Background: an optimization exercise with open tools, aiming at small area and a short achievable clock period. Do not read the settings as production practice.
RTL that was checked went through simulation tests only; none was proved equivalent to the original.
Function not checked in run 7: the RTL went through the layout flow alone.
The clock input has no modelled driver; a real chip could not lean on it and would need a root buffer or a full tree.
Power and IR drop assume default switching activity.

[design/flow/flow/run.sh]
#!/bin/bash
# Standard layout, except for the clock tree: after CTS its root buffer is dropped, so the clock
# port drives the tree's first level (4 pins), and both remaining levels become inverters.
set -euo pipefail
here=$(pwd)
res=$here/orfs/results/sky130hd/frameReadout/base
bash standard.sh cts > standard_cts.log 2>&1
CTS_ODB=$res/4_cts.odb OUT_ODB=$res/4_cts.odb openroad -no_init -exit flow/invtree.tcl > invtree.log 2>&1
bash standard.sh finish > standard_finish.log 2>&1
[design/flow/flow/invtree.tcl]
read_db $::env(CTS_ODB)
set block [ord::get_db_block]

proc out_net {inst} {
  foreach it [$inst getITerms] { if {[$it isOutputSignal]} { return [$it getNet] } }
  return "NULL"
}
proc in_loads {net} {
  set r {}
  foreach it [$net getITerms] { if {[$it isInputSignal]} { lappend r $it } }
  return $r
}
proc is_clkbuf {inst} { return [string match "sky130_fd_sc_hd__clkbuf_*" [[$inst getMaster] getName]] }

set port_net [[$block findBTerm clk] getNet]
set loads [$port_net getITerms]
if {[llength $loads] != 1} { puts "clock port drives [llength $loads] pins: left as is"; exit 0 }
set root [[lindex $loads 0] getInst]
set root_net [out_net $root]
set mids [in_loads $root_net]
if {![is_clkbuf $root] || [llength $mids] > 4} { puts "root drives [llength $mids] pins: left as is"; exit 0 }
# every load of a first-level buffer must be a buffer, so both levels can be inverted
set leaves {}
foreach it $mids {
  set mid [$it getInst]
  if {![is_clkbuf $mid]} { puts "first level [$mid getName] is not a buffer: left as is"; exit 0 }
  set n [out_net $mid]
  if {$n eq "NULL"} { puts "first level [$mid getName] drives nothing: left as is"; exit 0 }
  foreach l [in_loads $n] {
    set li [$l getInst]
    # dummy loads that CTS added drive nothing; they stay as they are
    if {[out_net $li] eq "NULL"} { continue }
    if {![is_clkbuf $li]} { puts "[$li getName] under [$mid getName] is not a buffer: left as is"; exit 0 }
    lappend leaves $li
  }
}

proc to_inv {inst master_name} {
  set block [ord::get_db_block]
  set m [[ord::get_db] findMaster $master_name]
  set a [[$inst findITerm A] getNet]
  set x [[$inst findITerm X] getNet]
  set loc [$inst getLocation]
  set name [$inst getName]
  odb::dbInst_destroy $inst
  set n [odb::dbInst_create $block $m "${name}_inv"]
  $n setLocation [lindex $loc 0] [lindex $loc 1]
  $n setPlacementStatus PLACED
  [$n findITerm A] connect $a
  [$n findITerm Y] connect $x
  foreach it [$n getITerms] {
    set sig [[$it getMTerm] getSigType]
    if {$sig eq "POWER"} { $it connect [$block findNet VDD] }
    if {$sig eq "GROUND"} { $it connect [$block findNet VSS] }
  }
}

foreach it $mids { $it disconnect; $it connect $port_net }
odb::dbInst_destroy $root
odb::dbNet_destroy $root_net
puts "root buffer removed; clock port drives [llength $mids] pins"
set nleaf 0
foreach l $leaves {
  to_inv $l sky130_fd_sc_hd__clkinv_8
  incr nleaf
}
foreach it $mids { to_inv [$it getInst] sky130_fd_sc_hd__clkinv_16 }
puts "inverted [llength $mids] first-level and $nleaf second-level buffers"
detailed_placement
check_placement
write_db $::env(OUT_ODB)
[design/flow/standard.sh]
#!/bin/bash
# synth_recipe.tcl (not shown) runs the flow's synth.tcl, then flattens the netlist and writes it again
# the make line also repeats each setting of config.mk as NAME=value (left out here)
make -C /OpenROAD-flow-scripts/flow DESIGN_CONFIG=/design/flow/config.mk WORK_HOME=/design/flow/orfs CLKGATE_MAP_FILE= SYNTH_SCRIPT=/design/flow/synth_recipe.tcl "${@:-finish}"
[design/flow/config.mk]
export PLATFORM = sky130hd
export DESIGN_NAME = frameReadout
export DESIGN_NICKNAME = frameReadout
export VERILOG_FILES = /design/flow/design.v
export SDC_FILE = /design/flow/constraint.sdc
export NUM_CORES = 4
export LEC_CHECK = 0
export CAP_MARGIN = 20
export CORE_MARGIN = 2
export CORE_UTILIZATION = 40
export CTS_BUF_LIST = sky130_fd_sc_hd__clkbuf_16
export CTS_CLUSTER_DIAMETER = 70
export CTS_CLUSTER_SIZE = 30
export SETUP_SLACK_MARGIN = 3.3
export SLEW_MARGIN = 20
[design/flow/constraint.sdc]
create_clock -name core_clock -period 5.0 [get_ports {clk}]
set_input_delay 1.0000 -clock core_clock [delete_from_list [all_inputs] [get_ports {clk}]]
set_output_delay 1.0000 -clock core_clock [all_outputs]
set_load 0.01 [all_outputs]
[design/flow/design.v]
`default_nettype none
package frameReadoutPkg;
	localparam int NumChan = 5;
	localparam int FrameWords = 18;
	localparam int AdrWidth = 5;
	localparam int ChanWidth = 3;
	localparam int DataWidth = 8;
	localparam int RingA = 16;
	localparam int RingB = 2;
	localparam int SlotWidth = 8;
	localparam logic [SlotWidth-1:0] SlotFirst = 8'd199;  
	localparam logic [SlotWidth-1:0] SlotLast = 8'd166;   
	localparam logic [AdrWidth-1:0] WordLast = AdrWidth'(FrameWords - 1);
endpackage
`default_nettype wire
`timescale 1ns/1ns
`default_nettype none
module strobeSync (
	input logic clk,
	input logic rst,
	input logic [frameReadoutPkg::NumChan-1:0] strobe,
	input logic [frameReadoutPkg::NumChan-1:0] grant,
	output logic [frameReadoutPkg::NumChan-1:0] pending
);
	logic [frameReadoutPkg::NumChan-1:0] syncA;
	logic [frameReadoutPkg::NumChan-1:0] syncB;
	logic [frameReadoutPkg::NumChan-1:0] strobePrev;
	logic [frameReadoutPkg::NumChan-1:0] rise;
	assign rise = syncB & ~strobePrev;
	always_ff @(posedge clk or negedge rst) begin
		if (!rst) begin
			syncA <= '0;
			syncB <= '0;
			strobePrev <= '0;
			pending <= '0;
		end else begin
			syncA <= strobe;
			syncB <= syncA;
			strobePrev <= syncB;  
			pending <= (pending & ~grant) | rise;
		end
	end
endmodule
`default_nettype wire
`timescale 1ns/1ns
`default_nettype none
module readSequencer (
	input logic clk,
	input logic rst,
	input logic [frameReadoutPkg::NumChan-1:0] pending,
	output logic [frameReadoutPkg::NumChan-1:0] grant,
	output logic busy,
	output logic [frameReadoutPkg::SlotWidth-1:0] slotCnt,
	output logic [frameReadoutPkg::AdrWidth-1:0] wordCnt,
	output logic [frameReadoutPkg::NumChan-1:0] chanSel
);
	logic reading;
	logic busyOut;  
	logic frameEnd;
	logic [frameReadoutPkg::NumChan-1:0] lowest;
	logic slotEnd;
	assign lowest = pending & (~pending + 1'b1);
	assign grant = reading ? '0 : lowest;  
	assign busy = busyOut;
	assign slotEnd = (slotCnt == frameReadoutPkg::SlotLast);
	always_ff @(posedge clk or negedge rst) begin
		if (!rst) begin
			reading <= 1'b0;
		end else if (!reading) begin
			reading <= |pending;
		end else if (slotEnd && (wordCnt == frameReadoutPkg::WordLast)) begin
			reading <= 1'b0;  
		end
	end
	assign frameEnd = slotEnd && (wordCnt == frameReadoutPkg::WordLast);
	always_ff @(posedge clk or negedge rst) begin
		if (!rst) begin
			busyOut <= 1'b0;
		end else if (!busyOut) begin
			busyOut <= |pending;
		end else if (frameEnd) begin
			busyOut <= 1'b0;
		end
	end
	always_ff @(posedge clk) begin
		if (!reading) begin
			slotCnt <= frameReadoutPkg::SlotFirst;
			wordCnt <= '0;
			chanSel <= lowest;
		end else if (slotEnd) begin
			slotCnt <= frameReadoutPkg::SlotFirst;
			wordCnt <= wordCnt + 1'b1;
		end else begin
			slotCnt <= slotCnt + 1'b1;
		end
	end
endmodule
`default_nettype wire
`timescale 1ns/1ns
`default_nettype none
module frameBuffer (
	input logic clk,
	input logic wrEn,
	input logic [frameReadoutPkg::ChanWidth-1:0] wrChan,
	input logic [frameReadoutPkg::AdrWidth-1:0] wrAdr,
	input logic [frameReadoutPkg::DataWidth-1:0] wrData,
	input logic [frameReadoutPkg::NumChan-1:0] rdChan,  
	input logic [frameReadoutPkg::AdrWidth-1:0] rdAdr,
	input logic [frameReadoutPkg::SlotWidth-1:0] slotCnt,
	output logic [frameReadoutPkg::DataWidth-1:0] byteOutN  
);
	localparam int NC = frameReadoutPkg::NumChan;
	localparam int DW = frameReadoutPkg::DataWidth;
	localparam int RA = frameReadoutPkg::RingA;
	localparam int RB = frameReadoutPkg::RingB;
	logic [DW-1:0] ringA [NC][RA];
	logic [DW-1:0] ringB [NC][RB];
	logic [3:0] phase;
	logic [NC-1:0] wrSel;
	logic [NC-1:0] wrSelN;
	logic [3:0] posHi;
	logic [3:0] posHiN;
	logic [3:0] posLo;
	logic [3:0] posLoN;
	logic [RB-1:0] posB;
	logic [RB-1:0] posBN;
	logic [DW-1:0] wrByte;
	logic [DW-1:0] wrByteN;
	logic fwdHit;
	logic [DW-1:0] dataRegN;
	logic adrOk;
	logic [NC-1:0] chanDec;
	logic [3:0] adrLo;    
	logic [3:0] adrHi;    
	logic [3:0] phaseLo;  
	logic [3:0] phaseHi;  
	logic borrow;
	logic [3:0] hiSame;   
	logic [3:0] hiNext;
	logic [3:0] loNext;
	logic [RB-1:0] bNext;
	logic capPre;
	logic fwdWin;
	logic [NC-1:0] tapSelA;
	logic [NC-1:0] tapSelB;
	logic [DW-1:0] tapRawN;
	logic [DW-1:0] ring0 [NC][RA+RB];  
	logic [DW-1:0] ringD [NC][RA+RB];
	assign adrOk = ~wrAdr[4] | (wrAdr[3:1] == 3'd0);
	always_comb begin
		for (int c = 0; c < NC; c++) begin
			chanDec[c] = (wrChan == frameReadoutPkg::ChanWidth'(c));
		end
		for (int i = 0; i < 4; i++) begin
			adrLo[i] = (wrAdr[1:0] == 2'(i));
			adrHi[i] = (wrAdr[3:2] == 2'(i));
			phaseLo[i] = (phase[1:0] == 2'(i));
			phaseHi[i] = (phase[3:2] == 2'(i));
		end
	end
	always_comb begin
		borrow = 1'b0;
		for (int j = 0; j < 4; j++) begin
			for (int k = 0; k < j; k++) begin
				borrow = borrow | (adrLo[j] & phaseLo[k]);
			end
		end
		for (int i = 0; i < 4; i++) begin
			loNext[i] = 1'b0;
			hiSame[i] = 1'b0;
			for (int j = 0; j < 4; j++) begin
				loNext[i] = loNext[i] | (adrLo[j] & phaseLo[(j + i) % 4]);
				hiSame[i] = hiSame[i] | (adrHi[j] & phaseHi[(j + i) % 4]);
			end
		end
		for (int i = 0; i < 4; i++) begin
			hiNext[i] = ~wrAdr[4] & (borrow ? hiSame[(i + 1) % 4] : hiSame[i]);
		end
		for (int q = 0; q < RB; q++) begin
			bNext[q] = wrAdr[4] & ((wrAdr[0] ^ phase[0]) == 1'(q));
		end
	end
	assign capPre = slotCnt[7] & slotCnt[6] & (slotCnt[5] ^ slotCnt[4]);  
	assign fwdWin = capPre & ~(slotCnt == 8'd239);
	always_ff @(posedge clk) begin
		phase <= phase + 1'b1;
		wrSel <= chanDec & {NC{wrEn & adrOk}};
		wrSelN <= ~(chanDec & {NC{wrEn & adrOk}});
		posHi <= hiNext;
		posHiN <= ~hiNext;
		posLo <= loNext;
		posLoN <= ~loNext;
		posB <= bNext;
		posBN <= ~bNext;
		wrByte <= wrData;
		wrByteN <= ~wrData;
		fwdHit <= wrEn & fwdWin & ((chanDec & rdChan) != '0) & (wrAdr == rdAdr);
	end
	always_comb begin
		for (int c = 0; c < NC; c++) begin
			for (int p = 0; p < RA; p++) begin
				ring0[c][p] = ringA[c][p];
			end
			for (int q = 0; q < RB; q++) begin
				ring0[c][RA + q] = ringB[c][q];
			end
		end
	end
	for (genvar c = 0; c < NC; c++) begin : g_chan
		for (genvar p = 0; p < RA + RB; p++) begin : g_place
			logic hit;
			logic miss;
			logic [DW-1:0] prev;
			logic [DW-1:0] wr;
			if (p < RA) begin : g_a
				assign hit = wrSel[c] & posHi[p / 4] & posLo[p % 4];
				assign miss = wrSelN[c] | posHiN[p / 4] | posLoN[p % 4];
				assign prev = ring0[c][(p + RA - 1) % RA];
			end else begin : g_b
				assign hit = wrSel[c] & posB[p - RA];
				assign miss = wrSelN[c] | posBN[p - RA];
				assign prev = ring0[c][RA + ((p - RA) ^ 1)];
			end
			assign wr = (p % 2 == 1) ? wrByte : wrByteN;
			assign ringD[c][p] = ~((prev | {DW{hit}}) & ({DW{miss}} | wr));
		end
	end
	always_ff @(posedge clk) begin
		for (int c = 0; c < NC; c++) begin
			for (int p = 0; p < RA; p++) begin
				ringA[c][p] <= ringD[c][p];
			end
			for (int q = 0; q < RB; q++) begin
				ringB[c][q] <= ringD[c][RA + q];
			end
		end
	end
	always_ff @(posedge clk) begin
		tapSelA <= rdChan & {NC{capPre & ~rdAdr[4] & (rdAdr[3:0] == phase)}};
		tapSelB <= rdChan & {NC{capPre & rdAdr[4] & (rdAdr[0] == phase[0])}};
	end
	always_comb begin
		tapRawN = '0;
		for (int c = 0; c < NC; c++) begin
			tapRawN = tapRawN | (ringA[c][15] & {DW{tapSelA[c]}}) | (ringB[c][1] & {DW{tapSelB[c]}});
		end
	end
	always_ff @(posedge clk) begin
		if (fwdHit) begin
			dataRegN <= wrByteN;
		end else if ((tapSelA | tapSelB) != '0) begin
			dataRegN <= tapRawN;
		end
	end
	assign byteOutN = dataRegN;
endmodule
`default_nettype wire
`timescale 1ns/1ns
`default_nettype none
module uartTx (
	input logic clk,
	input logic rst,
	input logic reading,
	input logic [frameReadoutPkg::SlotWidth-1:0] slotCnt,
	input logic [frameReadoutPkg::DataWidth-1:0] byteInN,  
	output logic txd
);
	logic [3:0] bitNo;
	logic txdLow;  
	assign bitNo = slotCnt[7:4];
	always_ff @(posedge clk or negedge rst) begin
		if (!rst) begin
			txdLow <= 1'b0;  
		end else if (!reading) begin
			txdLow <= 1'b0;
		end else if (bitNo[3]) begin
			txdLow <= (bitNo == 4'd15);
		end else begin
			txdLow <= byteInN[bitNo[2:0]];  
		end
	end
	assign txd = ~txdLow;
endmodule
`default_nettype wire
`timescale 1ns/1ns
`default_nettype none
module frameReadout (
	input logic clk,
	input logic rst,
	input logic [frameReadoutPkg::NumChan-1:0] strobe,
	input logic wrEn,
	input logic [frameReadoutPkg::ChanWidth-1:0] wrChan,
	input logic [frameReadoutPkg::AdrWidth-1:0] wrAdr,
	input logic [frameReadoutPkg::DataWidth-1:0] wrData,
	output logic txd,
	output logic busy
);
	logic [frameReadoutPkg::NumChan-1:0] pending;
	logic [frameReadoutPkg::NumChan-1:0] grant;
	logic [frameReadoutPkg::DataWidth-1:0] byteOutN;
	logic [frameReadoutPkg::SlotWidth-1:0] slotCnt;
	logic [frameReadoutPkg::AdrWidth-1:0] wordCnt;
	logic [frameReadoutPkg::NumChan-1:0] chanSel;
	strobeSync i_strobeSync (
		.clk(clk),
		.rst(rst),
		.strobe(strobe),
		.grant(grant),
		.pending(pending)
	);
	readSequencer i_readSequencer (
		.clk(clk),
		.rst(rst),
		.pending(pending),
		.grant(grant),
		.busy(busy),
		.slotCnt(slotCnt),
		.wordCnt(wordCnt),
		.chanSel(chanSel)
	);
	frameBuffer i_frameBuffer (
		.clk(clk),
		.wrEn(wrEn),
		.wrChan(wrChan),
		.wrAdr(wrAdr),
		.wrData(wrData),
		.rdChan(chanSel),
		.rdAdr(wordCnt),
		.slotCnt(slotCnt),
		.byteOutN(byteOutN)
	);
	uartTx i_uartTx (
		.clk(clk),
		.rst(rst),
		.reading(busy),
		.slotCnt(slotCnt),
		.byteInN(byteOutN),
		.txd(txd)
	);
endmodule
`default_nettype wire
==> results of run 1 <==
-- worst reg2reg max path: cells and delay by family (launching register included) --
kind	cells	cell delay (ns)
flops	1	0.38
compound gates	2	0.57
simple gates	1	0.18
mux	1	0.30
-- cells in the final DEF (no fill, tap or decap), types with 8 or more instances in the layout --
cell type          n
dfxtp_1          763
nand4_1           10
clkdlybuf4s50_1   13
xor2_1             8
nor2_1            15
a22o_1             8
mux2_2             8
buf_4             16
edfxtp_1          13
dfrtp_1           23
xnor2_1           16
dfxtp_4           14
o22ai_1          720
dfxtp_2           17
nand2_1           24
clkinv_8          37
a22oi_1           24
and2_1            22
inv_1             37
or3_1             81
o21ai_0           12
ha_1              10
or2_2             10
and3_1            85
-- stage by stage --
step	total power [uW]	hold slack, ns	utilization (%)	instance area (um2)
floorplan	8010	0.331	-	25600
global placement	8410	0.335	40.9	25800
detailed placement	8420	0.336	40.9	25800
CTS	12200	0.358	43.0	27100
global route	11700	0.368	42.7	26900
finish	11300	0.356	42.7	26900
-- cells by family after synthesis --
family	Yosys count	synth area share, %
compound gates	797	19.8
buf+inv	355	5.47
mux	17	0.817
fa+ha+maj	10	0.489
simple gates	284	6.59
xor+xnor	26	0.891
flops	830	66.0
-- flip-flops by register name, indices dropped and copies added, names as in the netlist, 8 cells and up --
name	cells
i_frameBuffer.wrByte	8
i_frameBuffer.dataRegN	8
i_frameBuffer.ringB	80
i_frameBuffer.wrByteN	8
i_readSequencer.slotCnt	8
i_frameBuffer.ringA	640
-- path summary, 6_finish.rpt --
path	startpoint	to	slack, ns	depth (start not counted)
max	i_uartTx.txdLow	txd	3.20	2
min	i_strobeSync.syncA[4]	i_strobeSync.syncB[4]	0.36	0
max reg2reg	i_frameBuffer.ringA[47][6]	i_frameBuffer.dataRegN[6]	3.31	4
min reg2reg	i_strobeSync.syncA[4]	i_strobeSync.syncB[4]	0.36	0
max in group asynchronous	rst	i_strobeSync.syncB[3]	3.99	1
min in group asynchronous	rst	i_uartTx.txdLow	0.67	1
-- layer usage --
metal	part of all wire, %	GRT usage [%]	vias to the layer above
met4	3.3	7.53	0
li1	-	-	8073
met5	0	0	-
met2	44	34.2	964
met1	43	30.1	8675
met3	9.7	4.71	182
-- layout make-up --
| type | count | area (um2) |
|---|---|---|
| flip-flops and latches | 830 | 16900 |
| fillers | 5931 | 36200 |
| well taps | 846 | 1060 |
| clock buffers | 1 | 25.0 |
| multi-input cells | 1134 | 7400 |
| clock inverters | 25 | 302 |
| inverters | 72 | 801 |
| repair buffers | 42 | 384 |
-- synthesized netlist by cell type, drive strengths merged (2+ instances only) --
cell type / instances / share of area [%]
or3: 81 / 2.0
o22ai: 720 / 18
nand3: 5 / 0.098
a31oi: 2 / 0.049
nor2b: 3 / 0.073
o31ai: 2 / 0.078
a21oi: 6 / 0.12
dfxtp: 794 / 62
inv: 34 / 0.50
edfxtp: 13 / 1.5
nor3: 6 / 0.12
nand2: 24 / 0.35
nor2: 20 / 0.30
buf: 15 / 0.30
nor4: 4 / 0.12
or2: 13 / 0.32
mux4: 2 / 0.18
a22oi: 24 / 0.70
and2: 22 / 0.54
mux2: 11 / 0.48
xor2: 9 / 0.31
mux2i: 4 / 0.16
dfrtp: 23 / 2.3
and3: 85 / 2.1
nand2b: 4 / 0.098
o21a: 4 / 0.12
a31o: 2 / 0.069
xnor2: 17 / 0.58
o21ai: 15 / 0.29
clkbuf: 306 / 4.7
a22o: 8 / 0.27
a221oi: 8 / 0.27
ha: 10 / 0.49
a21o: 2 / 0.059
nand4: 10 / 0.24
-- power groups by stage --
stage | Combinational [uW] | Clock (uW) | Sequential, uW
after floorplan | 615 | 0 | 7400
after global placement | 755 | 0 | 7660
after detailed placement | 765 | 0 | 7660
after CTS | 768 | 3910 | 7520
after global routing | 850 | 3320 | 7580
final | 793 | 3000 | 7540
-- timing repair --
item,4_1_cts,5_1_grt
resized for setup,28,53
setup endpoints to repair,525,37
pin swaps,0,8
setup buffers,1,1
endpoints found under the hold margin,0,0
==> flow_metrics.tcl, run 1 <==
set metrics [dict create \
    status "no timing/DRC/antenna violations" \
    seq_area_frac_synth_pct 66.0 \
    grt_pass1_wl_um 111000 \
    cp-start-kind "register" \
    vias_per_cell 6.07 \
    ctsHoldBuffers 0 \
    grt_usage_pct 21.9 \
    syn_nets 2353 \
    ir_drop_v 0.000308 \
    layout-drive-gt1-share_pct 7.56 \
    max_stage_delay_ns 0.38 \
    critical_path_class "register to output pin" \
    fin_nets 2114 \
    drc_errors 0 \
    vias 17900 \
    firstDrtPassIters 6 \
    pwr-share-comb_pct 7.0 \
    drt-total-wl_um 74800 \
    dp.final_hpwl_um 40500 \
    start_util_pct 40.5 \
    worst_pin_slew_ns 0.937 \
    async_flop_share_pct 2.77 \
    wl_per_cell_um 25.4 \
    power.switching_uw 3300 \
    syn_inst 2319 \
    switching_share_pct 29.2 \
    worst_slew_margin_rel_pct 37.5 \
    max_freq_mhz 556 \
    critical_path.cell_chain "inv_1 > buf_6" \
    clk-insertion-delay-late_ns 0.31 \
    setup_viol 0 \
    hold_violations 0 \
    synth.cell_area_mm2 0.0256 \
    syn_avg_cell_area_um2 11.0 \
    portBuffers 25 \
    ys_warn_count 8 \
    end_kind "output pin" \
    arrival_ns 0.80 \
    overflow 0 \
    antenna_cells 0 \
    final_cells 2950 \
    setup_slack_ns 3.20 \
    fin_crit_sh_pct 36.0 \
    p_leak_uw 0.0103 \
    grt_max_degree 47 \
    synth_ff_type "dfxtp_1" \
    path_buf_inv 2 \
    antenna_found_initial 1 \
    tns_ns 0 \
    skew_ns 0.0614 \
    ant_nets 0 \
    cp_top_family "flip-flops" \
    slowest_stage "dfrtp_1" \
    fin_crit_ns 1.80 \
    clkTransAtPathRegs_ns 0.10 \
    drv_slew 0 \
    cts.sinks 830 \
    grt_pass1_vias 17600 \
    placed_cells 2884 \
    die_w_um 257 \
    die_y_um 257 \
    power_density_mw_per_mm2 421 \
    cp.required_ns 4.00 \
    synth_edf_count 13 \
    internal_power_uw 8030 \
    rsz0062_at_grt "true" \
    dpl_worst_slack_ns 2.37 \
    path_max_fanout 1 \
    cap_violations 0 \
    synth_seq_cells 830 \
    core-area_mm2 0.0631 \
    pwr-share-clk_pct 26.5 \
    dr.first_iter.drc_count 2067 \
    area.growth.synth_to_final_pct 5.26 \
    hp-class "register to register" \
    pwr-share-seq_pct 66.5 \
    die_area_mm2 0.0659 \
    ys_types 56 \
    std_cell_rows 92 \
    gp_congestion 0.874 \
    ios 26 \
]
==> run 2: changes to the inputs <==
--- a/design/flow/config.mk
+++ b/design/flow/config.mk
@@ -12,4 +12,4 @@
 export CTS_CLUSTER_DIAMETER = 70
 export CTS_CLUSTER_SIZE = 30
-export SETUP_SLACK_MARGIN = 3.3
+export SETUP_SLACK_MARGIN = 3.2
 export SLEW_MARGIN = 20
==> run 2 against run 1 <==
Against the previous run:
- utilization is essentially flat
- synthesized cell count is the same
- via count grew 0.37%
- critical path type unchanged
- register-to-register slack lost 0.07 ns
- sequential share of layout area is essentially flat
- sequential cell count is the same
- maximum frequency grew 0.49%
- sequential power is essentially flat
- largest cell class unchanged
- count of clock-buffer cells in the layout grew 2
- die area is the same
- final cell count grew 0.10%
- routed wire length shrank 0.61%
==> flow_metrics.tcl, run 2 <==
set metrics [dict create \
    die_w_um 257 \
    pwr-share-comb_pct 6.8 \
    power_density_mw_per_mm2 424 \
    max_freq_mhz 559 \
    ys_types 56 \
    pwr-share-seq_pct 66.2 \
    dr.first_iter.drc_count 1989 \
    p_leak_uw 0.0103 \
    gp_congestion 0.867 \
    clk-insertion-delay-late_ns 0.29 \
    synth_seq_cells 830 \
    grt_pass1_wl_um 111000 \
    hold_violations 0 \
    cp-start-kind "register" \
    largest_register_ffs 640 \
    ios 26 \
    vias_per_cell 6.08 \
    cp.required_ns 4.00 \
    skew_ns 0.0420 \
    fin_crit_ns 1.79 \
    synth_ff_type "dfxtp_1" \
    synth.most_common_cell "dfxtp_1" \
    max_stage_delay_ns 0.40 \
    tns_ns 0 \
    fin_crit_sh_pct 35.8 \
    grt_usage_pct 21.8 \
    cap_violations 0 \
    synth_top_cell_by_area "dfxtp_1" \
    syn_inst 2319 \
    path_max_fanout 2 \
    synth_edf_count 13 \
    synth.cell_area_mm2 0.0256 \
    pwr-share-clk_pct 27.1 \
    regMostFlops "i_frameBuffer.ringA" \
    drc_errors 0 \
    vias 18000 \
    yosys-top-cells-area "dfxtp_1 (62%), o22ai_1 (18%), clkbuf_1 (4.0%), dfrtp_1 (2.3%), and3_1 (2.1%)" \
    drv_slew 0 \
    core-area_mm2 0.0631 \
    final_util_pct 42.6 \
    status "no timing/DRC/antenna violations" \
    rsz0062_at_grt "true" \
    seq_area_frac_synth_pct 66.0 \
    mostFrequentLayoutCells "dfxtp_1 (770), o22ai_1 (720), and3_1 (85)" \
    layout-drive-gt1-share_pct 7.03 \
    area.growth.synth_to_final_pct 5.22 \
    switching_share_pct 28.7 \
    cts.sinks 830 \
    wl_per_cell_um 25.2 \
    dpl_worst_slack_ns 2.39 \
    critical_path.cell_chain "buf_6" \
    overflow 0 \
    portBuffers 25 \
    async_flop_share_pct 2.77 \
    std_cell_rows 92 \
    start_util_pct 40.5 \
    internal_power_uw 8130 \
    clkTransAtPathRegs_ns 0.10 \
    setup_viol 0 \
    fin_nets 2115 \
    arrival_ns 0.79 \
    cp_top_family "flip-flops" \
    die_area_mm2 0.0659 \
    synth_top_cell_area_share_pct 62.2 \
    syn_avg_cell_area_um2 11.0 \
    power.switching_uw 3270 \
    firstDrtPassIters 5 \
    critical_path_class "register to output pin" \
    path_buf_inv 1 \
    antenna_found_initial 3 \
    layout_commonest_cell "dfxtp_1" \
    ant_nets 0 \
    grt_pass1_vias 17700 \
    grt_max_degree 47 \
    worst_pin_slew_ns 1.09 \
    yosys-top-cells-count "dfxtp_1 (794), o22ai_1 (720), clkbuf_1 (270)" \
    regToRegSetupSlack_ns 3.24 \
    die_y_um 257 \
    ir_drop_v 0.000343 \
    setup_slack_ns 3.21 \
    end_kind "output pin" \
    slowest_stage "dfrtp_1" \
    syn_nets 2353 \
    ys_warn_count 8 \
    nFillCells 5966 \
    top_regs "i_frameBuffer.ringA x640, i_frameBuffer.ringB x80" \
    hp-class "register to register" \
    dp.final_hpwl_um 40600 \
    worst_slew_margin_rel_pct 26.9 \
    drt-total-wl_um 74400 \
]
[run 2: path summary, 6_finish.rpt]
path / startpoint / endpoint / cells after the start
hold / removal: i_strobeSync.syncA[0] / i_strobeSync.syncB[0] / 0
hold reg to reg: i_strobeSync.syncA[0] / i_strobeSync.syncB[0] / 0
setup reg to reg: i_frameBuffer.posHiN[0] / i_frameBuffer.ringA[48][6] / 2
setup / recovery: i_readSequencer.busyOut / busy / 1
max in group asynchronous: rst / i_strobeSync.strobePrev[2] / 1
min in group asynchronous: rst / i_uartTx.txdLow / 1
[run 2: power by group through the flow]
stage	sequential, uW	clock [uW]	combinational [uW]
3_5_place_dp	7670	0	750
3_3_place_gp	7660	0	739
2_1_floorplan	7400	0	615
4_1_cts	7520	3970	753
5_1_grt	7580	3390	837
6_report	7540	3080	771
[run 2: cell type report]
class,count,area (um2),area share (%)
Inverter,72,801,2.98
Sequential cell,830,16900,62.9
Multi-Input combinational cell,1134,7360,27.4
Clock inverter,23,282,1.05
Clock buffer,3,75.1,0.279
Timing Repair Buffer,43,389,1.45
Antenna cell,2,5.00,0.0186
Tap cell,846,1060,3.94
[run 2: cell families after synthesis]
kind of cell,share of synthesized area (%)
buffers and inverters,5.47
adder cells (fa/ha/maj),0.489
XOR/XNOR,0.891
AO/OA/AOI/OAI,19.8
multiplexers,0.817
AND/OR/NAND/NOR,6.59
flip-flops,66.0
[run 2: what timing repair did]
item / 4_1_cts / 5_1_grt
pin swaps: 0 / 3
gates resized for setup: 22 / 36
hold buffers: 0 / 0
setup endpoints to repair: 171 / 38
buffers inserted: 1 / 3
[run 2: stage by stage]
step / hold slack [ns] / area, um2 / cells / total power, uW
finish: 0.360 / 26900 / 2953 / 11400
global route: 0.374 / 26900 / 2951 / 11800
CTS: 0.364 / 27100 / 2949 / 12200
detailed placement: 0.340 / 25800 / 2883 / 8420
global placement: 0.333 / 25800 / 2883 / 8400
floorplan: 0.331 / 25600 / 2319 / 8010
[run 2: routing by layer]
layer  wire length (um)  track usage [%]  vias to the layer above  part of all wire, %
li1                   -                -                     8081                    -
met1              32700             30.8                     8902                   44
met2              33500             34.2                      818                   45
met3               6060             3.51                      159                  8.1
met4               2110             6.77                        0                  2.8
met5                  0                0                        -                    0
==> run 3: changes to the inputs <==
--- a/design/flow/config.mk
+++ b/design/flow/config.mk
@@ -11,5 +11,5 @@
 export CTS_BUF_LIST = sky130_fd_sc_hd__clkbuf_16
 export CTS_CLUSTER_DIAMETER = 70
-export CTS_CLUSTER_SIZE = 30
-export SETUP_SLACK_MARGIN = 3.2
+export CTS_CLUSTER_SIZE = 33
+export SETUP_SLACK_MARGIN = 3.3
 export SLEW_MARGIN = 20
==> run 3 against run 2 <==
Against the previous run:
- critical path type unchanged
- total power decreased by 0.73%
- worst setup slack got worse by 0.0031 ns
- synthesized area unchanged
- worst hold slack got worse by 0.0042 ns
- routed wire length about the same
- utilization about the same
- die area unchanged
- sequential power about the same
- largest cell class unchanged
- via count decreased by 0.66%
- combinational power increased by 2.9%
- synthesized cell count unchanged
==> flow_metrics.tcl, run 3 <==
set metrics [dict create \
    worst_slew_margin_rel_pct 37.6 \
    seq_area_frac_synth_pct 66.0 \
    overflow 0 \
    multiInputGateArea_mm2 0.00740 \
    async_flop_share_pct 2.77 \
    setup_viol 0 \
    ant_nets 0 \
    hold_violations 0 \
    ys_warn_count 8 \
    core-area_mm2 0.0631 \
    grt_pass1_wl_um 111000 \
    yosys-top-cells-area "dfxtp_1 (62%), o22ai_1 (18%), clkbuf_1 (4.0%), dfrtp_1 (2.3%), and3_1 (2.1%)" \
    fin_crit_sh_pct 35.9 \
    cap_violations 0 \
    synth_edf_count 13 \
    die_w_um 257 \
    dp.final_hpwl_um 40500 \
    hold_end "i_strobeSync.syncB[4]" \
    hp-start "i_strobeSync.syncA[4]" \
    antenna_found_initial 1 \
    pwr-share-seq_pct 66.7 \
    die_y_um 257 \
    synth_top_cell_by_area "dfxtp_1" \
    syn_avg_cell_area_um2 11.0 \
    gp_congestion 0.874 \
    internal_power_uw 8050 \
    path_max_fanout 1 \
    vias 17800 \
    area.growth.synth_to_final_pct 5.25 \
    synth.most_common_cell "dfxtp_1" \
    dr.first_iter.drc_count 2065 \
    nFillCells 5935 \
    pwr-share-clk_pct 26.3 \
    syn_nets 2353 \
    synth_top_cell_area_share_pct 62.2 \
    power.switching_uw 3260 \
    layout_commonest_cell "dfxtp_1" \
    grt_max_degree 47 \
    wl_per_cell_um 25.2 \
    skew_ns 0.0531 \
    status "no timing/DRC/antenna violations" \
    hp-class "register to register" \
    layout-drive-gt1-share_pct 7.56 \
    finalPower_uw 11300 \
    portBuffers 25 \
    critical_path_class "register to output pin" \
    whs_path_depth 0 \
    tns_ns 0 \
    cts.sinks 830 \
    end_kind "output pin" \
    cp.required_ns 4.00 \
    clkTransAtPathRegs_ns 0.10 \
    synth_ff_type "dfxtp_1" \
    die_area_mm2 0.0659 \
    fin_crit_ns 1.79 \
    max_freq_mhz 558 \
    ys_types 56 \
    whs_ns 0.356 \
    ios 26 \
    syn_inst 2319 \
    ff_latch_area_mm2 0.0169 \
    r2r-start "i_frameBuffer.ringA[47][6]" \
    drt-total-wl_um 74300 \
    arrival_ns 0.79 \
    largest_register_ffs 640 \
    drv_slew 0 \
    cp-start-kind "register" \
    pwr-share-comb_pct 7.0 \
    regToRegEndpoint "i_frameBuffer.dataRegN[6]" \
    regMostFlops "i_frameBuffer.ringA" \
    mostFrequentLayoutCells "dfxtp_1 (763), o22ai_1 (720), and3_1 (85)" \
    reg2reg_depth 4 \
    top_regs "i_frameBuffer.ringA x640, i_frameBuffer.ringB x80" \
    yosys-top-cells-count "dfxtp_1 (794), o22ai_1 (720), clkbuf_1 (270)" \
    std_cell_rows 92 \
    ir_drop_v 0.000318 \
    regToRegSetupSlack_ns 3.30 \
    grt_pass1_vias 17600 \
    p_leak_uw 0.0103 \
    fin_nets 2112 \
    worst_pin_slew_ns 0.936 \
    drc_errors 0 \
    clk-insertion-delay-late_ns 0.29 \
    vias_per_cell 6.04 \
    synth_seq_cells 830 \
    synth.cell_area_mm2 0.0256 \
    firstDrtPassIters 6 \
    rsz0062_at_grt "true" \
    power_density_mw_per_mm2 420 \
    start_util_pct 40.5 \
    grt_usage_pct 21.9 \
    switching_share_pct 28.8 \
]
## run 3: per-layer routing
metal,up-vias,global-route usage (%),wire [um]
met4,0,7.33,2550
li1,8092,-,-
met3,195,4.80,6630
met5,-,0,0
met1,8651,30.1,32200
met2,904,34.2,32900
## run 3: final cells by class
type	count	share of cell area, %
Multi-Input combinational cell	1134	27.5
Tap cell	846	3.93
Antenna cell	4	0.0372
Inverter	70	2.86
Timing Repair Buffer	42	1.40
Clock inverter	26	1.13
Sequential cell	830	62.9
Clock buffer	2	0.186
## run 3: cell families after synthesis
group | count (synthesis) | synth area share, %
compound gates | 797 | 19.8
xor+xnor | 26 | 0.891
fa+ha+maj | 10 | 0.489
buf+inv | 355 | 5.47
flops | 830 | 66.0
mux | 17 | 0.817
simple gates | 284 | 6.59
## run 3: worst max-delay path by stage
stage	startpoint	end	slack (ns)	depth (start not counted)
6_report	i_uartTx.txdLow	txd	3.21	2
5_1_grt	i_uartTx.txdLow	txd	3.15	2
4_1_cts	i_uartTx.txdLow	txd	2.83	2
3_5_place_dp	wrAdr[0]	i_frameBuffer.posHiN[2]	2.37	5
3_3_place_gp	wrAdr[0]	i_frameBuffer.posHiN[2]	2.41	5
2_1_floorplan	wrAdr[1]	i_frameBuffer.wrSelN[4]	3.10	4
## run 3: power by group through the flow
stage	Sequential (uW)	Combinational [uW]	Clock, uW
finish	7540	793	2980
detailed placement	7660	765	0
global placement	7660	755	0
floorplan	7400	615	0
global route	7580	852	3290
CTS	7520	768	3840
## run 3: per-stage QoR
| step | instance area, um2 | utilization (%) | std cells | setup slack, ns |
|---|---|---|---|---|
| floorplan | 25600 | - | 2319 | 3.10 |
| global placement | 25800 | 40.9 | 2884 | 2.41 |
| detailed placement | 25800 | 40.9 | 2884 | 2.37 |
| CTS | 27100 | 42.9 | 2950 | 2.83 |
| global route | 26900 | 42.6 | 2950 | 3.15 |
| finish | 26900 | 42.7 | 2954 | 3.21 |
## run 3: repair_timing
item / 4_1_cts / 5_1_grt
setup buffers: 1 / 1
pin swaps: 0 / 6
setup endpoints to repair: 530 / 54
resized for setup: 29 / 53
hold buffers: 0 / 0
## run 3: critical path, stage by stage (launching register included)
cell and delay, ns:
dfrtp_1 0.37, inv_1 0.06, buf_6 0.09
==> run 4: changes to the inputs <==
--- a/design/flow/config.mk
+++ b/design/flow/config.mk
@@ -11,5 +11,5 @@
 export CTS_BUF_LIST = sky130_fd_sc_hd__clkbuf_16
 export CTS_CLUSTER_DIAMETER = 70
-export CTS_CLUSTER_SIZE = 33
+export CTS_CLUSTER_SIZE = 27
 export SETUP_SLACK_MARGIN = 3.3
 export SLEW_MARGIN = 20
==> run 4 against run 3 <==
Against the previous run:
- via count is essentially flat
- sequential cell count stayed put
- synthesized cell count stayed put
- clock skew increased by 0.0025 ns
- critical path depth did not move
- still clean on timing, DRC and antenna
- critical path type unchanged
==> flow_metrics.tcl, run 4 <==
set metrics [dict create \
    arrival_ns 0.79 \
    synth_seq_cells 830 \
    hp-class "register to register" \
    ant_nets 0 \
    fin_crit_sh_pct 35.9 \
    worst_slew_margin_rel_pct 36.5 \
    dp.final_hpwl_um 40500 \
    p_leak_uw 0.0103 \
    syn_nets 2353 \
    setup_viol 0 \
    rsz0062_at_grt "true" \
    cts.sinks 830 \
    yosys-top-cells-area "dfxtp_1 (62%), o22ai_1 (18%), clkbuf_1 (4.0%), dfrtp_1 (2.3%), and3_1 (2.1%)" \
    synth_edf_count 13 \
    path_buf_inv 2 \
    internal_power_uw 8000 \
    top_regs "i_frameBuffer.ringA x640, i_frameBuffer.ringB x80" \
    max_stage_delay_ns 0.37 \
    finalPower_uw 11300 \
    skew_ns 0.0556 \
    power_density_mw_per_mm2 420 \
    final_cells 2953 \
    final_area_mm2 0.0269 \
    synth_top_cell_by_area "dfxtp_1" \
    drc_errors 0 \
    die_w_um 257 \
    regMostFlops "i_frameBuffer.ringA" \
    die_area_mm2 0.0659 \
    max_freq_mhz 558 \
    core-area_mm2 0.0631 \
    cp-start-kind "register" \
    vias_per_cell 6.04 \
    layout_commonest_cell "dfxtp_1" \
    ios 26 \
    cp_top_family "flip-flops" \
    synth.most_common_cell "dfxtp_1" \
    tns_ns 0 \
    vias 17800 \
    largest_register_ffs 640 \
    dr.first_iter.drc_count 2122 \
    ys_types 56 \
    clkTransAtPathRegs_ns 0.10 \
    syn_avg_cell_area_um2 11.0 \
    synth.cell_area_mm2 0.0256 \
    cp.required_ns 4.00 \
    seq_area_frac_synth_pct 66.0 \
    std_cell_rows 92 \
    synth_ff_type "dfxtp_1" \
    grt_usage_pct 22.0 \
    ys_warn_count 8 \
    overflow 0 \
    grt_max_degree 47 \
    ir_drop_v 0.000323 \
    mostFrequentLayoutCells "dfxtp_1 (764), o22ai_1 (720), and3_1 (85)" \
    gp_congestion 0.874 \
    place_area_mm2 0.0258 \
    placed_cells 2884 \
    critical_path.cell_chain "inv_1 > buf_6" \
    path_max_fanout 1 \
    hold_violations 0 \
    fin_nets 2116 \
    final_util_pct 42.6 \
    cap_violations 0 \
    nFillCells 5962 \
    layout-drive-gt1-share_pct 7.60 \
    critical_path_class "register to output pin" \
    power.switching_uw 3280 \
    worst_pin_slew_ns 0.952 \
    start_util_pct 40.5 \
    switching_share_pct 29.1 \
    drt-total-wl_um 74900 \
    pwr-share-clk_pct 26.1 \
    yosys-top-cells-count "dfxtp_1 (794), o22ai_1 (720), clkbuf_1 (270)" \
    die_y_um 257 \
    wl_per_cell_um 25.4 \
    synth_top_cell_area_share_pct 62.2 \
    firstDrtPassIters 5 \
    antenna_found_initial 2 \
    async_flop_share_pct 2.77 \
    slowest_stage "dfrtp_1" \
    fin_crit_ns 1.79 \
    syn_inst 2319 \
    status "no timing/DRC/antenna violations" \
    portBuffers 25 \
    pwr-share-comb_pct 7.1 \
    grt_pass1_vias 17700 \
    clk-insertion-delay-late_ns 0.30 \
    area.growth.synth_to_final_pct 5.14 \
    drv_slew 0 \
    end_kind "output pin" \
    pwr-share-seq_pct 66.8 \
    grt_pass1_wl_um 112000 \
]
==> run 4: final timing paths <==
path / slack, ns / endpoint / from / cells after the start
min in group asynchronous: 0.68 / i_uartTx.txdLow / rst / 1
max in group asynchronous: 3.99 / i_strobeSync.syncB[3] / rst / 1
hold reg to reg: 0.35 / i_strobeSync.syncB[4] / i_strobeSync.syncA[4] / 0
setup / recovery: 3.21 / txd / i_uartTx.txdLow / 2
hold / removal: 0.35 / i_strobeSync.syncB[4] / i_strobeSync.syncA[4] / 0
setup reg to reg: 3.31 / i_frameBuffer.dataRegN[7] / i_frameBuffer.wrByteN[7] / 2
==> run 4: stage by stage <==
step                hold slack [ns]  setup WS (ns)
floorplan                     0.331           3.10
global placement              0.335           2.41
detailed placement            0.336           2.37
CTS                           0.357           2.84
global route                  0.368           3.15
finish                        0.355           3.21
==> run 4: kinds of logic after synthesis <==
logic type / synth area share (%)
AOI/OAI and AO/OA: 19.8
xor gates and xnor gates: 0.891
adders and majority gates: 0.489
buffers and inverters: 5.47
DFF: 66.0
muxes: 0.817
and+or+nand+nor: 6.59
==> run 4: power groups by stage <==
stage,logic (uW),registers [uW],clock network (uW)
after global placement,755,7660,0
after global routing,856,7580,3270
final,799,7540,2950
after CTS,771,7520,3880
after detailed placement,765,7660,0
after floorplan,615,7400,0
==> run 4: metal layers <==
metal / track usage (%) / up-vias / wire length [um]
met5: 0 / - / 0
li1: - / 8101 / -
met3: 4.17 / 191 / 6370
met1: 30.5 / 8684 / 32500
met4: 7.62 / 0 / 2500
met2: 34.3 / 869 / 33500
==> run 4: cell type report <==
type / count / area [um2] / share of cell area [%]
flip-flops and latches: 830 / 16900 / 63.0
diodes: 1 / 2.50 / 0.00931
inverters: 74 / 833 / 3.10
well taps: 846 / 1060 / 3.94
multi-input cells: 1134 / 7410 / 27.6
repair buffers: 42 / 384 / 1.43
clock inverters: 24 / 206 / 0.768
clock buffers: 2 / 50.0 / 0.186
==> run 4: what timing repair did <==
action | CTS | global route
buffers inserted | 1 | 1
hold buffers | 0 | 0
setup endpoints to repair | 529 | 38
gates resized for setup | 31 | 52
pin swaps | 0 | 8
==> run 5: changes to the inputs <==
--- a/design/flow/config.mk
+++ b/design/flow/config.mk
@@ -6,5 +6,5 @@
 export NUM_CORES = 4
 export LEC_CHECK = 0
-export CAP_MARGIN = 20
+export CAP_MARGIN = 0
 export CORE_MARGIN = 2
 export CORE_UTILIZATION = 40
@@ -13,3 +13,3 @@
 export CTS_CLUSTER_SIZE = 27
 export SETUP_SLACK_MARGIN = 3.3
-export SLEW_MARGIN = 20
+export SLEW_MARGIN = 0
==> run 5 against run 4 <==
Against the previous run:
- combinational power barely moved
- total power hardly changed
- register-to-register slack about the same
- non-clock buffer count unchanged
- die area unchanged
- critical path depth unchanged
- final cell count stayed put
- design area unchanged
==> flow_metrics.tcl, run 5 <==
set metrics [dict create \
    status "no timing/DRC/antenna violations" \
    vias_per_cell 6.03 \
    fin_crit_sh_pct 35.9 \
    async_flop_share_pct 2.77 \
    vias 17800 \
    die_w_um 257 \
    gp_congestion 0.874 \
    final_area_mm2 0.0269 \
    setup_slack_ns 3.21 \
    placed_cells 2884 \
    cap_violations 0 \
    fin_nets 2116 \
    ir_drop_v 0.000323 \
    place_area_mm2 0.0258 \
    syn_nets 2353 \
    grt_busiest_layer "met2" \
    synth_xor_area_share_pct 0.891 \
    cp.required_ns 4.00 \
    die_y_um 257 \
    setup_viol 0 \
    final_util_pct 42.6 \
    clkTransAtPathRegs_ns 0.10 \
    synth_seq_cells 830 \
    regMostFlops "i_frameBuffer.ringA" \
    globalRouteMet2Util_pct 34.3 \
    drc_errors 0 \
    end_kind "output pin" \
    seq_area_frac_synth_pct 66.0 \
    dp.final_hpwl_um 40500 \
    synth.cell_area_mm2 0.0256 \
    layout_commonest_cell "dfxtp_1" \
    syn_inst 2319 \
    top_regs "i_frameBuffer.ringA x640, i_frameBuffer.ringB x80" \
    yosys-top-cells-area "dfxtp_1 (62%), o22ai_1 (18%), clkbuf_1 (4.0%), dfrtp_1 (2.3%), and3_1 (2.1%)" \
    max_freq_mhz 558 \
    hp-class "register to register" \
    std_cell_rows 92 \
    synth.most_common_cell "dfxtp_1" \
    drt-total-wl_um 74900 \
    grt_usage_pct 22.0 \
    ctsHoldBuffers 0 \
    regToRegEndpoint "i_frameBuffer.dataRegN[7]" \
    ios 26 \
    layout-drive-gt1-share_pct 7.60 \
    synthMuxAreaShare_pct 0.817 \
    grt_max_degree 47 \
    crit_path_start "i_uartTx.txdLow" \
    worst_slew_margin_rel_pct 36.7 \
    power_density_mw_per_mm2 420 \
    crit_end "txd" \
    fin_crit_ns 1.79 \
    ys_types 56 \
    path_max_fanout 1 \
    r2r-start "i_frameBuffer.wrByteN[7]" \
    core-area_mm2 0.0631 \
    skew_ns 0.0557 \
    yosys-top-cells-count "dfxtp_1 (794), o22ai_1 (720), clkbuf_1 (270)" \
    firstDrtPassIters 5 \
    synth_top_family_by_area "compound AO/OA/AOI/OAI gates" \
    largest_register_ffs 640 \
    final_cells 2953 \
    regToRegSetupSlack_ns 3.32 \
    synth-simple-area-share_pct 6.59 \
    syn_avg_cell_area_um2 11.0 \
    tns_ns 0 \
    area.growth.synth_to_final_pct 5.14 \
    nFillCells 5962 \
    hold_violations 0 \
    critical_path_class "register to output pin" \
    grt_pass1_vias 17700 \
    synth_edf_count 13 \
    cp-start-kind "register" \
    arrival_ns 0.79 \
    synth-compound-area-share_pct 19.8 \
    portBuffers 25 \
    p_leak_uw 0.0103 \
    worst_pin_slew_ns 0.950 \
    grt_pass1_wl_um 112000 \
    dpl_worst_slack_ns 2.37 \
    ys_warn_count 8 \
    synth_top_cell_area_share_pct 62.2 \
    cts.sinks 830 \
    synth_ff_type "dfxtp_1" \
    drv_slew 0 \
    wl_per_cell_um 25.4 \
    synth_top_cell_by_area "dfxtp_1" \
    ant_nets 0 \
    start_util_pct 40.5 \
    whs_path_depth 0 \
    mostFrequentLayoutCells "dfxtp_1 (764), o22ai_1 (720), and3_1 (85)" \
    synthAdderAreaFrac_pct 0.489 \
    gr-usage-met3_pct 4.17 \
    overflow 0 \
    reg2reg_depth 2 \
    clk-insertion-delay-late_ns 0.30 \
    rsz0062_at_grt "true" \
    dr.first_iter.drc_count 2122 \
    met1_usage_pct 30.5 \
    antenna_found_initial 2 \
    die_area_mm2 0.0659 \
]
[run 5: cell counts after synthesis]
No cell type changed its count.
[run 5: cell families after synthesis]
logic type	after synthesis
muxes	17
adders and majority gates	10
buffers and inverters	355
xor gates and xnor gates	26
and+or+nand+nor	284
AOI/OAI and AO/OA	797
DFF	830
[run 5: worst max-delay path: stages, from the launching register on]
cell and delay (ns):
dfrtp_1 0.37, inv_1 0.06, buf_6 0.09
[run 5: area by class of cell]
class | instances | area [um2] | area share [%]
Clock buffer | 2 | 50.0 | 0.186
Sequential cell | 830 | 16900 | 63.0
Inverter | 74 | 833 | 3.10
Clock inverter | 24 | 206 | 0.768
Tap cell | 846 | 1060 | 3.94
Timing Repair Buffer | 42 | 384 | 1.43
Antenna cell | 1 | 2.50 | 0.00931
Multi-Input combinational cell | 1134 | 7410 | 27.6
[run 5: through the flow]
step | hold slack [ns] | power [uW]
after floorplan | 0.331 | 8010
after global routing | 0.368 | 11700
after CTS | 0.357 | 12200
final | 0.355 | 11300
after global placement | 0.335 | 8410
after detailed placement | 0.336 | 8420
[run 5: layer usage]
| metal | share of wire (%) | vias up |
|---|---|---|
| met3 | 8.7 | 190 |
| met5 | 0 | - |
| met1 | 43 | 8649 |
| met2 | 45 | 869 |
| li1 | - | 8103 |
| met4 | 3.3 | 0 |
[run 5: worst min path at each step]
stage | endpoint | startpoint
after floorplan | i_strobeSync.syncB[0] | i_strobeSync.syncA[0]
after global routing | i_strobeSync.syncB[4] | i_strobeSync.syncA[4]
after detailed placement | i_strobeSync.syncB[0] | i_strobeSync.syncA[0]
after CTS | i_strobeSync.syncB[0] | i_strobeSync.syncA[0]
final | i_strobeSync.syncB[4] | i_strobeSync.syncA[4]
after global placement | i_strobeSync.syncB[1] | i_strobeSync.syncA[1]
[run 5: repair_timing]
action,4_1_cts,5_1_grt
pin swaps,0,8
setup buffers,1,1
gates resized for setup,31,54
setup endpoints to repair,529,61
[run 5: power breakdown]
part           internal, uW  leakage, uW  switching (uW)
registers              7120      0.00705             423
logic                   372      0.00280             426
clock network           511     0.000438            2430
total                  8000       0.0103            3280
==> run 6: changes to the inputs <==
--- a/design/flow/config.mk
+++ b/design/flow/config.mk
@@ -6,5 +6,5 @@
 export NUM_CORES = 4
 export LEC_CHECK = 0
-export CAP_MARGIN = 0
+export CAP_MARGIN = 20
 export CORE_MARGIN = 2
 export CORE_UTILIZATION = 40
@@ -12,4 +12,4 @@
 export CTS_CLUSTER_DIAMETER = 70
 export CTS_CLUSTER_SIZE = 27
-export SETUP_SLACK_MARGIN = 3.3
-export SLEW_MARGIN = 0
+export SETUP_SLACK_MARGIN = 3.35
+export SLEW_MARGIN = 20
==> run 6 against run 5 <==
Against the previous run:
- still clean on timing, DRC and antenna
- worst hold slack worse by 0.0018 ns
- sequential power barely moved
- clock power down 4%
- die area unchanged
- global-route usage shrank 0.097 points
- synthesized area is the same
- critical path depth grew 2
- critical path type is now input pin to register
- largest power group unchanged
==> flow_metrics.tcl, run 6 <==
set metrics [dict create \
    multiInputGateArea_mm2 0.00748 \
    rsz0062_at_grt "true" \
    syn_inst 2319 \
    synth_top_cell_area_share_pct 62.2 \
    ys_types 56 \
    slowest_stage "or3b_4" \
    p_leak_uw 0.0103 \
    max_freq_mhz 560 \
    antenna_found_initial 3 \
    pwr-share-comb_pct 7.1 \
    worst_slew_margin_rel_pct 37.4 \
    switching_share_pct 28.8 \
    power.switching_uw 3220 \
    drc_errors 0 \
    setup_viol 0 \
    drv_slew 0 \
    drt-total-wl_um 74500 \
    largest_register_ffs 640 \
    antenna_cells 0 \
    whs_ns 0.353 \
    layout-drive-gt1-share_pct 8.36 \
    hold_violations 0 \
    hp-start "i_strobeSync.syncA[2]" \
    start_util_pct 40.5 \
    synth_seq_cells 830 \
    yosys-top-cells-count "dfxtp_1 (794), o22ai_1 (720), clkbuf_1 (270)" \
    synth.cell_area_mm2 0.0256 \
    yosys-top-cells-area "dfxtp_1 (62%), o22ai_1 (18%), clkbuf_1 (4.0%), dfrtp_1 (2.3%), and3_1 (2.1%)" \
    ff_latch_area_mm2 0.0169 \
    ios 26 \
    ir_drop_v 0.000343 \
    dp.final_hpwl_um 40200 \
    cp_top_family "simple AND/OR/NAND/NOR gates" \
    std_cell_rows 92 \
    hold_end "i_strobeSync.syncB[2]" \
    die_y_um 257 \
    tns_ns 0 \
    cts.sinks 830 \
    overflow 0 \
    wl_per_cell_um 25.2 \
    layout_commonest_cell "dfxtp_1" \
    hp-class "register to register" \
    wl_met2_um 33200 \
    whs_path_depth 0 \
    pwr-share-seq_pct 67.6 \
    grt_usage_pct 21.9 \
    worst_pin_slew_ns 0.940 \
    syn_avg_cell_area_um2 11.0 \
    die_w_um 257 \
    arrival_ns 1.93 \
    grt_pass1_vias 17500 \
    fin_crit_sh_pct 35.7 \
    status "no timing/DRC/antenna violations" \
    path_buf_inv 1 \
    synth.most_common_cell "dfxtp_1" \
    vias_per_cell 6.02 \
    power_density_mw_per_mm2 415 \
    critical_path_class "input pin to register" \
    top_regs "i_frameBuffer.ringA x640, i_frameBuffer.ringB x80" \
    async_flop_share_pct 2.77 \
    internal_power_uw 7940 \
    nFillCells 5937 \
    r2r-start "i_frameBuffer.tapSelB[2]" \
    pwr-share-clk_pct 25.3 \
    dr.first_iter.drc_count 1878 \
    synth_ff_type "dfxtp_1" \
    fin_nets 2119 \
    synth_edf_count 13 \
    die_area_mm2 0.0659 \
    end_kind "register" \
    vias 17800 \
    cp-start-kind "input pin" \
    portBuffers 25 \
    synth_top_cell_by_area "dfxtp_1" \
    path_max_fanout 5 \
    regToRegEndpoint "i_frameBuffer.dataRegN[3]" \
    top_layer_used "met5" \
    ctsHoldBuffers 0 \
    ant_nets 0 \
    fin_crit_ns 1.79 \
    ys_warn_count 8 \
    cp.required_ns 5.15 \
    firstDrtPassIters 6 \
    area.growth.synth_to_final_pct 5.18 \
    m1WireLength_um 32800 \
    syn_nets 2353 \
    routed-wl-met3_um 6590 \
    critical_path.cell_chain "buf_12 > o31ai_4 > nand3b_1 > or3b_4" \
    regMostFlops "i_frameBuffer.ringA" \
    clk-insertion-delay-late_ns 0.29 \
    max_stage_delay_ns 0.43 \
    clkTransAtPathRegs_ns 0.09 \
    cap_violations 0 \
    grt_pass1_wl_um 111000 \
    regToRegSetupSlack_ns 3.38 \
    core-area_mm2 0.0631 \
    mostFrequentLayoutCells "dfxtp_1 (762), o22ai_1 (720), and3_1 (85)" \
    gp_congestion 0.847 \
    seq_area_frac_synth_pct 66.0 \
    reg2reg_depth 4 \
    grt_max_degree 47 \
    skew_ns 0.0344 \
]
run 6: cell counts after synthesis:
Identical to the previous run, type by type.
run 6: power by group through the flow:
| stage | Combinational [uW] | Sequential [uW] | Clock [uW] |
|---|---|---|---|
| 2_1_floorplan | 615 | 7400 | 0 |
| 3_3_place_gp | 750 | 7650 | 0 |
| 3_5_place_dp | 766 | 7660 | 0 |
| 4_1_cts | 777 | 7520 | 3730 |
| 5_1_grt | 864 | 7580 | 3120 |
| 6_report | 797 | 7540 | 2820 |
run 6: layout make-up:
cell class | instances | area share (%)
Clock buffer | 1 | 0.0931
Clock inverter | 21 | 0.605
Inverter | 73 | 3.04
Multi-Input combinational cell | 1134 | 27.8
Sequential cell | 830 | 63.0
Tap cell | 846 | 3.94
Timing Repair Buffer | 46 | 1.51
run 6: timing repair:
action,in CTS,in global routing
setup endpoints to repair,545,68
buffers inserted,1,5
pin swaps,0,13
resized for setup,41,69
run 6: how the worst max path moves through the flow:
stage	slack, ns	cells past startpoint	from	end
after global placement	2.41	5	wrAdr[0]	i_frameBuffer.posHiN[2]
after CTS	2.85	2	i_uartTx.txdLow	txd
final	3.21	4	wrAdr[1]	i_frameBuffer.wrSelN[4]
after detailed placement	2.37	5	wrAdr[0]	i_frameBuffer.posHiN[2]
after global routing	3.16	2	i_uartTx.txdLow	txd
after floorplan	3.10	4	wrAdr[1]	i_frameBuffer.wrSelN[4]
run 6: logic make-up (layout without fill, tap and decap cells):
| group | count (synthesis) | in the layout | share of synthesized area [%] |
|---|---|---|---|
| AOI/OAI and AO/OA | 797 | 797 | 19.8 |
| xor gates and xnor gates | 26 | 26 | 0.891 |
| adders and majority gates | 10 | 10 | 0.489 |
| buffers and inverters | 355 | 141 | 5.47 |
| DFF | 830 | 830 | 66.0 |
| muxes | 17 | 17 | 0.817 |
| and+or+nand+nor | 284 | 284 | 6.59 |
run 6: metal layers:
layer | GRT usage, % | up-vias
met1 | 30.6 | 8724
li1 | - | 8078
met3 | 5.17 | 155
met5 | 0 | -
met2 | 33.9 | 810
met4 | 6.01 | 2
run 6: through the flow:
stage / util (%) / power [uW] / std cells / instance area [um2] / setup slack, ns
global route: 42.6 / 11600 / 2951 / 26900 / 3.16
detailed placement: 40.9 / 8420 / 2884 / 25800 / 2.37
global placement: 40.9 / 8400 / 2884 / 25800 / 2.41
finish: 42.6 / 11200 / 2951 / 26900 / 3.21
CTS: 42.8 / 12000 / 2947 / 27000 / 2.85
floorplan: - / 8010 / 2319 / 25600 / 3.10
==> run 7: changes to the inputs <==
--- a/design/flow/design.v
+++ b/design/flow/design.v
@@ -101,8 +101,8 @@
 module frameBuffer (
 	input logic clk,
-	input logic wrEn,
-	input logic [frameReadoutPkg::ChanWidth-1:0] wrChan,
-	input logic [frameReadoutPkg::AdrWidth-1:0] wrAdr,
-	input logic [frameReadoutPkg::DataWidth-1:0] wrData,
+	input logic wrEnIn,
+	input logic [frameReadoutPkg::ChanWidth-1:0] wrChanIn,
+	input logic [frameReadoutPkg::AdrWidth-1:0] wrAdrIn,
+	input logic [frameReadoutPkg::DataWidth-1:0] wrDataIn,
 	input logic [frameReadoutPkg::NumChan-1:0] rdChan,  
 	input logic [frameReadoutPkg::AdrWidth-1:0] rdAdr,
@@ -117,4 +117,14 @@
 	logic [DW-1:0] ringB [NC][RB];
 	logic [3:0] phase;
+	logic wrEn;
+	logic [frameReadoutPkg::ChanWidth-1:0] wrChan;
+	logic [frameReadoutPkg::AdrWidth-1:0] wrAdr;
+	logic [frameReadoutPkg::DataWidth-1:0] wrData;
+	always_ff @(posedge clk) begin
+		wrEn <= wrEnIn;
+		wrChan <= wrChanIn;
+		wrAdr <= wrAdrIn;
+		wrData <= wrDataIn;
+	end
 	logic [NC-1:0] wrSel;
 	logic [NC-1:0] wrSelN;
@@ -142,4 +152,6 @@
 	logic capPre;
 	logic fwdWin;
+	logic tapHitA;  
+	logic tapHitB;
 	logic [NC-1:0] tapSelA;
 	logic [NC-1:0] tapSelB;
@@ -181,6 +193,6 @@
 		end
 	end
-	assign capPre = slotCnt[7] & slotCnt[6] & (slotCnt[5] ^ slotCnt[4]);  
-	assign fwdWin = capPre & ~(slotCnt == 8'd239);
+	assign capPre = (slotCnt[7:4] == 4'hE);  
+	assign fwdWin = capPre;
 	always_ff @(posedge clk) begin
 		phase <= phase + 1'b1;
@@ -237,7 +249,9 @@
 	end
 	always_ff @(posedge clk) begin
-		tapSelA <= rdChan & {NC{capPre & ~rdAdr[4] & (rdAdr[3:0] == phase)}};
-		tapSelB <= rdChan & {NC{capPre & rdAdr[4] & (rdAdr[0] == phase[0])}};
+		tapHitA <= capPre & ~rdAdr[4] & (rdAdr[3:0] == phase);
+		tapHitB <= capPre & rdAdr[4] & (rdAdr[0] == phase[0]);
 	end
+	assign tapSelA = rdChan & {NC{tapHitA}};
+	assign tapSelB = rdChan & {NC{tapHitB}};
 	always_comb begin
 		tapRawN = '0;
@@ -249,5 +263,5 @@
 		if (fwdHit) begin
 			dataRegN <= wrByteN;
-		end else if ((tapSelA | tapSelB) != '0) begin
+		end else if (tapHitA | tapHitB) begin
 			dataRegN <= tapRawN;
 		end
@@ -321,8 +335,8 @@
 	frameBuffer i_frameBuffer (
 		.clk(clk),
-		.wrEn(wrEn),
-		.wrChan(wrChan),
-		.wrAdr(wrAdr),
-		.wrData(wrData),
+		.wrEnIn(wrEn),
+		.wrChanIn(wrChan),
+		.wrAdrIn(wrAdr),
+		.wrDataIn(wrData),
 		.rdChan(chanSel),
 		.rdAdr(wordCnt),
--- a/design/flow/config.mk
+++ b/design/flow/config.mk
@@ -10,6 +10,6 @@
 export CORE_UTILIZATION = 40
 export CTS_BUF_LIST = sky130_fd_sc_hd__clkbuf_16
-export CTS_CLUSTER_DIAMETER = 70
-export CTS_CLUSTER_SIZE = 27
-export SETUP_SLACK_MARGIN = 3.35
+export CTS_CLUSTER_DIAMETER = 60
+export CTS_CLUSTER_SIZE = 30
+export SETUP_SLACK_MARGIN = 3.3
 export SLEW_MARGIN = 20
==> run 7 against run 6 <==
Against the previous run:
- non-clock buffer count increased by 8
- highest routed layer is now met4
- critical endpoint is now busy
- sequential share of layout area decreased by 0.62 points
- worst setup slack lost 0.049 ns
- total power increased by 4.0%
- still clean on timing, DRC and antenna
==> flow_metrics.tcl, run 7 <==
set metrics [dict create \
    synth.cell_area_mm2 0.0257 \
    hp-class "register to register" \
    final_cells 2994 \
    drc_errors 0 \
    ant_nets 0 \
    internal_power_uw 8140 \
    status "no timing/DRC/antenna violations" \
    synth_top_cell_by_area "dfxtp_1" \
    synth_edf_count 13 \
    top_regs "i_frameBuffer.ringA x640, i_frameBuffer.ringB x80" \
    hold_violations 0 \
    path_buf_inv 1 \
    setup_slack_ns 3.17 \
    die_area_mm2 0.0663 \
    syn_avg_cell_area_um2 11.0 \
    pwr-share-clk_pct 29.9 \
    syn_inst 2338 \
    cap_violations 0 \
    portBuffers 25 \
    rsz0062_at_grt "true" \
    place_area_mm2 0.0258 \
    firstDrtPassIters 7 \
    synth.most_common_cell "dfxtp_1" \
    synth_top_cell_area_share_pct 62.5 \
    arrival_ns 0.83 \
    power.switching_uw 3460 \
    placed_cells 2896 \
    cp.required_ns 4.00 \
    p_leak_uw 0.0104 \
    start_util_pct 40.6 \
    overflow 0 \
    critical_path_class "register to output pin" \
    grt_max_degree 47 \
    ys_types 51 \
    power_density_mw_per_mm2 423 \
    ys_warn_count 8 \
    area.growth.synth_to_final_pct 6.66 \
    final_area_mm2 0.0274 \
    largest_register_ffs 640 \
    dp.final_hpwl_um 39300 \
    vias 17900 \
    cp_top_family "flip-flops" \
    ir_drop_v 0.000369 \
    mostFrequentLayoutCells "dfxtp_1 (775), o22ai_1 (720), and3_1 (83)" \
    clk-insertion-delay-late_ns 0.31 \
    grt_pass1_vias 17800 \
    max_freq_mhz 545 \
    grt_usage_pct 21.6 \
    tns_ns 0 \
    synth_ff_type "dfxtp_1" \
    fin_crit_sh_pct 36.7 \
    seq_area_frac_synth_pct 66.3 \
    dpl_worst_slack_ns 2.76 \
    yosys-top-cells-area "dfxtp_1 (63%), o22ai_1 (18%), clkbuf_1 (3.8%), dfrtp_1 (2.2%), and3_1 (2.0%)" \
    yosys-top-cells-count "dfxtp_1 (803), o22ai_1 (720), clkbuf_1 (258)" \
    fin_crit_ns 1.83 \
    regMostFlops "i_frameBuffer.ringA" \
    die_w_um 258 \
    syn_nets 2370 \
    drt-total-wl_um 74100 \
    antenna_found_initial 5 \
    fin_nets 2145 \
    cts.sinks 839 \
    vias_per_cell 5.98 \
    ios 26 \
    worst_slew_margin_rel_pct 36.0 \
    clkTransAtPathRegs_ns 0.11 \
    slowest_stage "dfrtp_1" \
    max_stage_delay_ns 0.39 \
    drv_slew 0 \
    wl_per_cell_um 24.7 \
    core-area_mm2 0.0633 \
    dr.first_iter.drc_count 2026 \
    layout-drive-gt1-share_pct 8.57 \
    worst_pin_slew_ns 0.960 \
    end_kind "output pin" \
    setup_viol 0 \
    die_y_um 258 \
    critical_path.cell_chain "buf_2" \
    ctsHoldBuffers 0 \
    synth_seq_cells 839 \
    std_cell_rows 92 \
    async_flop_share_pct 2.74 \
    layout_commonest_cell "dfxtp_1" \
    gp_congestion 0.875 \
    switching_share_pct 29.8 \
    skew_ns 0.0459 \
    grt_pass1_wl_um 110000 \
    cp-start-kind "register" \
    pwr-share-comb_pct 5.0 \
    path_max_fanout 2 \
    pwr-share-seq_pct 65.1 \
]
run 7: stage by stage:
| step | power (uW) | util, % | hold slack [ns] |
|---|---|---|---|
| after floorplan | 7900 | - | 0.331 |
| after global placement | 8210 | 40.8 | 0.330 |
| after detailed placement | 8230 | 40.8 | 0.335 |
| after CTS | 12600 | 43.6 | 0.349 |
| after global routing | 12000 | 43.3 | 0.350 |
| final | 11600 | 43.3 | 0.335 |
run 7: repair_timing:
item,CTS,global route
setup buffers,14,2
setup endpoints to repair,565,23
gates cloned,0,1
resized for setup,25,35
pin swaps,9,18
run 7: power by group through the flow:
| stage | Sequential, uW | Clock [uW] | Combinational [uW] |
|---|---|---|---|
| CTS | 7530 | 4480 | 558 |
| detailed placement | 7680 | 0 | 555 |
| global route | 7590 | 3810 | 628 |
| floorplan | 7420 | 0 | 481 |
| global placement | 7670 | 0 | 539 |
| finish | 7550 | 3470 | 576 |
run 7: path summary, 6_finish.rpt:
path,cells past startpoint,to,slack (ns),from
min in group asynchronous,1,i_strobeSync.strobePrev[4],0.63,rst
max in group asynchronous,1,i_strobeSync.syncA[1],4.01,rst
max reg2reg,5,i_frameBuffer.dataRegN[7],3.19,i_readSequencer.chanSel[2]
min,0,i_strobeSync.syncB[1],0.33,i_strobeSync.syncA[1]
min reg2reg,0,i_strobeSync.syncB[1],0.33,i_strobeSync.syncA[1]
max,1,busy,3.17,i_readSequencer.busyOut
run 7: final cells by class:
class / instances / area, um2
clock buffer: 3 / 75.1
timing repair buffer: 54 / 483
tap: 846 / 1060
inverter: 79 / 902
sequential: 839 / 17100
fill: 5921 / 35900
multi-input combinational: 1139 / 7350
clock inverter: 33 / 447
antenna: 1 / 2.50
run 7: logic make-up after synthesis:
logic type,synth area share (%)
flops,66.3
compound gates,19.9
buf+inv,5.61
simple gates,6.53
xor+xnor,0.852
mux,0.472
fa+ha+maj,0.389
run 7: layer usage:
metal	vias to the layer above	global-route usage (%)	routed length, um
met5	-	0	0
met4	0	8.88	2950
li1	8181	-	-
met2	882	32.9	32600
met3	181	4.04	7200
met1	8649	30.2	31300

## separate check: timing with driven ports
How much do the figures lean on ideal ports? The routed layouts below were timed once more, with nothing changed but the port constraints. Step 1: set_driving_cell puts a clkbuf_16 on clk and a buf_2 on each other input, an assumption about the parent block. Step 2 times the ports against the registers' clock, not the clock port: input delays grow and output delays shrink by t, the midpoint of the rising clock arrivals with the driver on. Three values: ideal, step 1, step 2; two values: the first two.
run | t (ns) | setup WS [ns] | clock arrival spread, ns
run 1 | 0.528 | 3.201 / 2.949 / 2.917 | 0.061 / 0.063
run 2 | 0.522 | 3.209 / 2.959 / 2.909 | 0.043 / 0.043
run 3 | 0.520 | 3.206 / 2.952 / 2.923 | 0.058 / 0.059
run 4 | 0.520 | 3.207 / 2.956 / 2.921 | 0.056 / 0.057
run 5 | 0.520 | 3.207 / 2.956 / 2.921 | 0.056 / 0.057
run 6 | 0.522 | 3.215 / 2.968 / 2.898 | 0.039 / 0.039
run 7 | 0.547 | 3.166 / 2.911 / 3.188 | 0.047 / 0.048
After both steps setup and hold are still met in every run listed. The setup slack of run 6, which loses most, moves by -0.247 ns with the drivers and by -0.317 ns with both steps.
